Background: an optimization exercise with open tools, aiming at small area. Do not read the settings as production practice. Where RTL was checked, it was by simulation tests only, not by an equivalence proof against the original. Power figures rest on the tool's default switching activity, not on a simulated workload.

Design rv_core, start of the top module:
module rv_core (
  input  logic             clk,
  input  logic             rst,
  input  rv_pkg::word_t    insn,
  input  rv_pkg::word_t    dmem_rdata,
  output rv_pkg::word_t    pc,
  output rv_pkg::word_t    dmem_addr,
  output rv_pkg::word_t    dmem_wdata,
  output rv_pkg::byte_en_t dmem_be,
  output logic             halt
);
For scale: roughly 3100 cells after synthesis, ~1100 flip-flops, about 35000 sq um of cells after synthesis.
export LEC_CHECK = 0
export CAP_MARGIN = 20
export CORE_MARGIN = 2
export CORE_UTILIZATION = 60
export CTS_BUF_LIST = sky130_fd_sc_hd__clkbuf_8
export CTS_CLUSTER_DIAMETER = 40
export CTS_CLUSTER_SIZE = 20
export SLEW_MARGIN = 20
create_clock -name core_clock -period 15.0 [get_ports {clk}]
run.sh (not shown) runs the stock make flow with config.mk's settings and CLKGATE_MAP_FILE= SYNTH_SCRIPT=/design/flow/synth_recipe.tcl, a recipe that flattens the netlist after the stock synthesis.
The first run ran to the end with no violations.
Edit:
==> flow/flow/run.sh (new file) <==
#!/bin/bash
# Standard ORFS layout with two changes: ports are buffered with the smallest
# buffer, and clock tree synthesis uses larger sink clusters without dummy loads.
set -euo pipefail
export BUFFER_PORTS_ARGS="-buffer_cell sky130_fd_sc_hd__buf_1"
export CTS_ARGS='-sink_clustering_enable -repair_clock_nets -dont_use_dummy_load -buf_list {sky130_fd_sc_hd__clkbuf_4 sky130_fd_sc_hd__clkbuf_8 sky130_fd_sc_hd__clkbuf_16} -sink_clustering_size 12 -sink_clustering_max_diameter 30'
bash standard.sh > orfs_make.log 2>&1
==> flow/standard.sh (new file) <==
#!/bin/bash
# synth_recipe.tcl (not shown) runs the flow's synth.tcl, then flattens the netlist and writes it again
# the make line also repeats each setting of config.mk as NAME=value (left out here)
make -C /OpenROAD-flow-scripts/flow DESIGN_CONFIG=/design/flow/config.mk WORK_HOME=/design/flow/orfs CLKGATE_MAP_FILE= SYNTH_SCRIPT=/design/flow/synth_recipe.tcl "${@:-finish}"
- CTS_BUF_LIST: sky130_fd_sc_hd__clkbuf_8 -> not set
- CTS_CLUSTER_DIAMETER: 40 -> not set
- CTS_CLUSTER_SIZE: 20 -> not set
removed: flow/run.sh
=> Clock-buffer cell count grows by 33. Via count grows by a few percent. Power grows by about a fifth. First-iteration DRC count grows by a few percent. Routed wire length grows by a few percent. Cell count shrinks slightly.
Edit:
==> flow/flow/run.sh (replaced) <==
#!/bin/bash
# Standard ORFS layout with two changes: ports are buffered with the smallest
# buffer, and clock tree synthesis uses larger sink clusters without dummy loads.
set -euo pipefail
export BUFFER_PORTS_ARGS="-buffer_cell sky130_fd_sc_hd__buf_1"
export CTS_ARGS="-sink_clustering_enable -repair_clock_nets -dont_use_dummy_load -buf_list sky130_fd_sc_hd__clkbuf_8 -sink_clustering_size 20 -sink_clustering_max_diameter 40"
bash standard.sh > orfs_make.log 2>&1
Via count falls by a few percent.
Total power falls by about a fifth.
Synthesized area does not change.
Combinational power hardly moves.
Synthesized cell count does not change.
Cell count falls slightly.
Core utilization falls by 3.7 points.
Final area falls by a few percent.
Edit:
==> flow/run.sh (new file) <==
#!/bin/bash
# synth_recipe.tcl (not shown) runs the flow's synth.tcl, then flattens the netlist and writes it again
# the make line also repeats each setting of config.mk as NAME=value (left out here)
make -C /OpenROAD-flow-scripts/flow DESIGN_CONFIG=/design/flow/config.mk WORK_HOME=/design/flow/orfs CLKGATE_MAP_FILE= SYNTH_SCRIPT=/design/flow/synth_recipe.tcl finish
- CTS_BUF_LIST: not set -> sky130_fd_sc_hd__clkbuf_16
- CTS_CLUSTER_DIAMETER: not set -> 50
- CTS_CLUSTER_SIZE: not set -> 30
removed: flow/flow/run.sh
removed: flow/standard.sh
Outcome:
- combinational power rose by 8.9%
- final area rose by 5.8%
- routed wire length rose by 2.1%
- utilization rose by 3.8 points
- sequential cell count is unchanged
- final cell count rose by 0.57%
- via count rose by 0.77%
Edit:
==> flow/flow/run.sh (new file) <==
#!/bin/bash
# Standard ORFS layout with two changes: ports are buffered with the smallest
# buffer, and clock tree synthesis uses larger sink clusters without dummy loads.
set -euo pipefail
export BUFFER_PORTS_ARGS="-buffer_cell sky130_fd_sc_hd__buf_1"
export CTS_ARGS="-sink_clustering_enable -repair_clock_nets -dont_use_dummy_load -buf_list sky130_fd_sc_hd__clkbuf_16 -sink_clustering_size 35 -sink_clustering_max_diameter 60"
bash standard.sh > orfs_make.log 2>&1
==> flow/standard.sh (new file) <==
#!/bin/bash
# synth_recipe.tcl (not shown) runs the flow's synth.tcl, then flattens the netlist and writes it again
# the make line also repeats each setting of config.mk as NAME=value (left out here)
make -C /OpenROAD-flow-scripts/flow DESIGN_CONFIG=/design/flow/config.mk WORK_HOME=/design/flow/orfs CLKGATE_MAP_FILE= SYNTH_SCRIPT=/design/flow/synth_recipe.tcl "${@:-finish}"
- CTS_BUF_LIST: sky130_fd_sc_hd__clkbuf_16 -> not set
- CTS_CLUSTER_DIAMETER: 50 -> not set
- CTS_CLUSTER_SIZE: 30 -> not set
- GPL_TIMING_DRIVEN: not set -> 0
removed: flow/run.sh
What happened: Power went down by about 12%. Final cell count went up by 1.5%. Worst setup slack degrades by 220 ps. Clock power went down by 32%. Sequential share of layout area went up by 2.6 points. Routed wire length went up by about 12%.
No functional check of the RTL was part of any run of this note.

---

Another version of the RTL of rv_core (not shown whole).
For scale: ~1100 flip-flops, about 170 I/O pins, ~38000 um2 of cells after synthesis.
// rv_core
module rv_core (
  input  logic             clk,
  input  logic             rst,
  input  rv_pkg::word_t    insn,
  input  rv_pkg::word_t    dmem_rdata,
  output rv_pkg::word_t    pc,
  output rv_pkg::word_t    dmem_addr,
  output rv_pkg::word_t    dmem_wdata,
  output rv_pkg::byte_en_t dmem_be,
  output logic             halt
);
export LEC_CHECK = 0
export CAP_MARGIN = 20
export CORE_MARGIN = 2
export CORE_UTILIZATION = 70
export SLEW_MARGIN = 20
create_clock -name core_clock -period 15.0 [get_ports {clk}]
standard.sh (not shown) runs the stock make flow with config.mk's settings and CLKGATE_MAP_FILE= SYNTH_SCRIPT=/design/flow/synth_recipe.tcl, a recipe that flattens the netlist after the stock synthesis.
==> flow/flow/run.sh <==
#!/bin/bash
# Standard ORFS layout with these changes: after floorplan the combinational
# logic is remapped for area (flow/restructure.tcl), ports are buffered with the
# smallest buffer, and clock tree synthesis uses larger sink clusters without
# dummy loads.
set -euo pipefail
WORK=$(pwd)
mkdir -p "$WORK/rmp"
python3 "$WORK/flow/filter_lib.py" "$FLOW_HOME/platforms/sky130hd/lib/sky130_fd_sc_hd__tt_025C_1v80.lib" \
  "$WORK/rmp/restructure.lib" lpflow probe > "$WORK/filter_lib.log" 2>&1
export RMP_LIB="$WORK/rmp/restructure.lib"
export RMP_DIR="$WORK/rmp"
export POST_FLOORPLAN_TCL="$WORK/flow/restructure.tcl"
export BUFFER_PORTS_ARGS="-buffer_cell sky130_fd_sc_hd__buf_1"
export CTS_ARGS="-sink_clustering_enable -repair_clock_nets -dont_use_dummy_load -buf_list sky130_fd_sc_hd__clkbuf_8 -sink_clustering_size 20 -sink_clustering_max_diameter 40"
bash standard.sh > orfs_make.log 2>&1
==> flow/flow/filter_lib.py <==
"""Write a copy of a Liberty file without the cells whose names match any of the
given substrings (the platform's don't-use cells), for logic restructuring."""
import re
import sys

src, dst = sys.argv[1], sys.argv[2]
drop = sys.argv[3:]
text = open(src).read()
out = []
pos = 0
for m in re.finditer(r'\n\s*cell\s*\(\s*"?([\w]+)"?\s*\)\s*\{', text):
    if m.start() < pos:
        continue
    name = m.group(1)
    if not any(d in name for d in drop):
        continue
    # find the matching close brace of this cell group
    depth = 0
    i = m.end() - 1
    while True:
        c = text[i]
        if c == '{':
            depth += 1
        elif c == '}':
            depth -= 1
            if depth == 0:
                break
        i += 1
    out.append(text[pos:m.start()])
    pos = i + 1
out.append(text[pos:])
open(dst, 'w').write(''.join(out))
==> flow/flow/restructure.tcl <==
# Sourced after floorplan (POST_FLOORPLAN_TCL): drop the buffers synthesis
# inserted and remap the combinational logic for area. Registers are left as
# synthesis made them. The liberty given to the remapper has the platform's
# don't-use cells removed.
remove_buffers
restructure -target area -liberty_file $::env(RMP_LIB) \
  -tielo_port sky130_fd_sc_hd__conb_1/LO -tiehi_port sky130_fd_sc_hd__conb_1/HI \
  -work_dir $::env(RMP_DIR) -abc_logfile $::env(RMP_DIR)/abc.log
report_design_area
The starting point completed with no timing, DRC or antenna violations.
Then changed:
CORE_UTILIZATION = 60   (was 70)
Outcome: Non-clock buffer count grows by 7; wire length grows by 3.7%; clock skew shrinks by 18 ps; maximum frequency shrinks by 2.4%; synthesized area is unchanged.
Then changed:
CORE_UTILIZATION = 75   (was 60)
Area after synthesis does not change.
Utilization grows by 14 points.
Clock-buffer cell count stays the same.
Wire length shrinks by 0.92%.
Via count grows by about 4.5%.
Final cell count shrinks by about 4.7%.
Power grows by about 0.37%.
Die area shrinks by about 20%.
Final area shrinks by 0.74%.
Sequential power hardly moves.
Then changed:
--- a/flow/flow/run.sh
+++ b/flow/flow/run.sh
@@ -4,3 +4,3 @@
 # smallest buffer, and clock tree synthesis uses larger sink clusters without
-# dummy loads.
+# dummy loads. Timing-driven placement keeps none of its resizing.
 set -euo pipefail
@@ -15,2 +15,3 @@
 export CTS_ARGS="-sink_clustering_enable -repair_clock_nets -dont_use_dummy_load -buf_list sky130_fd_sc_hd__clkbuf_8 -sink_clustering_size 20 -sink_clustering_max_diameter 40"
+export GPL_KEEP_OVERFLOW=0
 bash standard.sh > orfs_make.log 2>&1
CORE_UTILIZATION = 60   (was 75)
Outcome: The new run completed with no timing, DRC or antenna violations; global-route usage decreases by 8.8 points; die area increases by 25%; synthesized cell count stays the same; cell area increases by 1.2%; synthesized area does not change; register-to-register slack is worse by 340 ps; sequential power stays flat; wire length increases by 1.8%.

-- separate check: timing with driven ports --
Ports are ideal in the flow. The routed layouts listed here were re-timed in OpenROAD. Step 1 assumes that a clkbuf_16 drives the clock port and a buf_2 every other input. Step 2 moves the port delays by t, midway between the first and last clock arrival at a register: inputs arrive t later, outputs are due t later. That takes back most of the time a late clock gives input paths. a / b / c = no drivers / after step 1 / after step 2; a / b = the first two.
| run | shift t [ns] | slack for setup (ns) | worst setup path at the end | worst register clock-pin slew, ns | cell pins on the clock port's net |
|---|---|---|---|---|---|
| the first run of note 1 | 0.788 | 2.483 / 2.457 / 2.457 | input to output | 0.11 / 0.11 | 1 |
| the second run of note 1 | 0.750 | 2.856 / 2.831 / 2.831 | input to output | 0.07 / 0.07 | 1 |
| the third run of note 1 | 0.731 | 2.859 / 2.834 / 2.834 | input to output | 0.11 / 0.11 | 1 |
| the fourth run of note 1 | 0.706 | 2.564 / 2.535 / 2.535 | input to output | 0.11 / 0.11 | 1 |
| the fifth run of note 1 | 0.681 | 2.346 / 2.315 / 2.315 | input to output | 0.12 / 0.12 | 1 |
| the first run of note 2 | 0.745 | 1.652 / 1.568 / 1.568 | input to output | 0.11 / 0.11 | 1 |
| the second run of note 2 | 0.760 | 1.325 / 1.228 / 1.228 | input to output | 0.11 / 0.11 | 1 |
| the third run of note 2 | 0.760 | 1.606 / 1.500 / 1.500 | input to output | 0.11 / 0.11 | 1 |
| the fourth run of note 2 | 0.752 | 1.034 / 0.943 / 0.943 | input to output | 0.11 / 0.11 | 1 |
After both steps setup and hold are still met in every run listed. The setup slack of the third run of note 2, which loses most, moves by -0.106 ns with the drivers and by -0.106 ns with both steps.
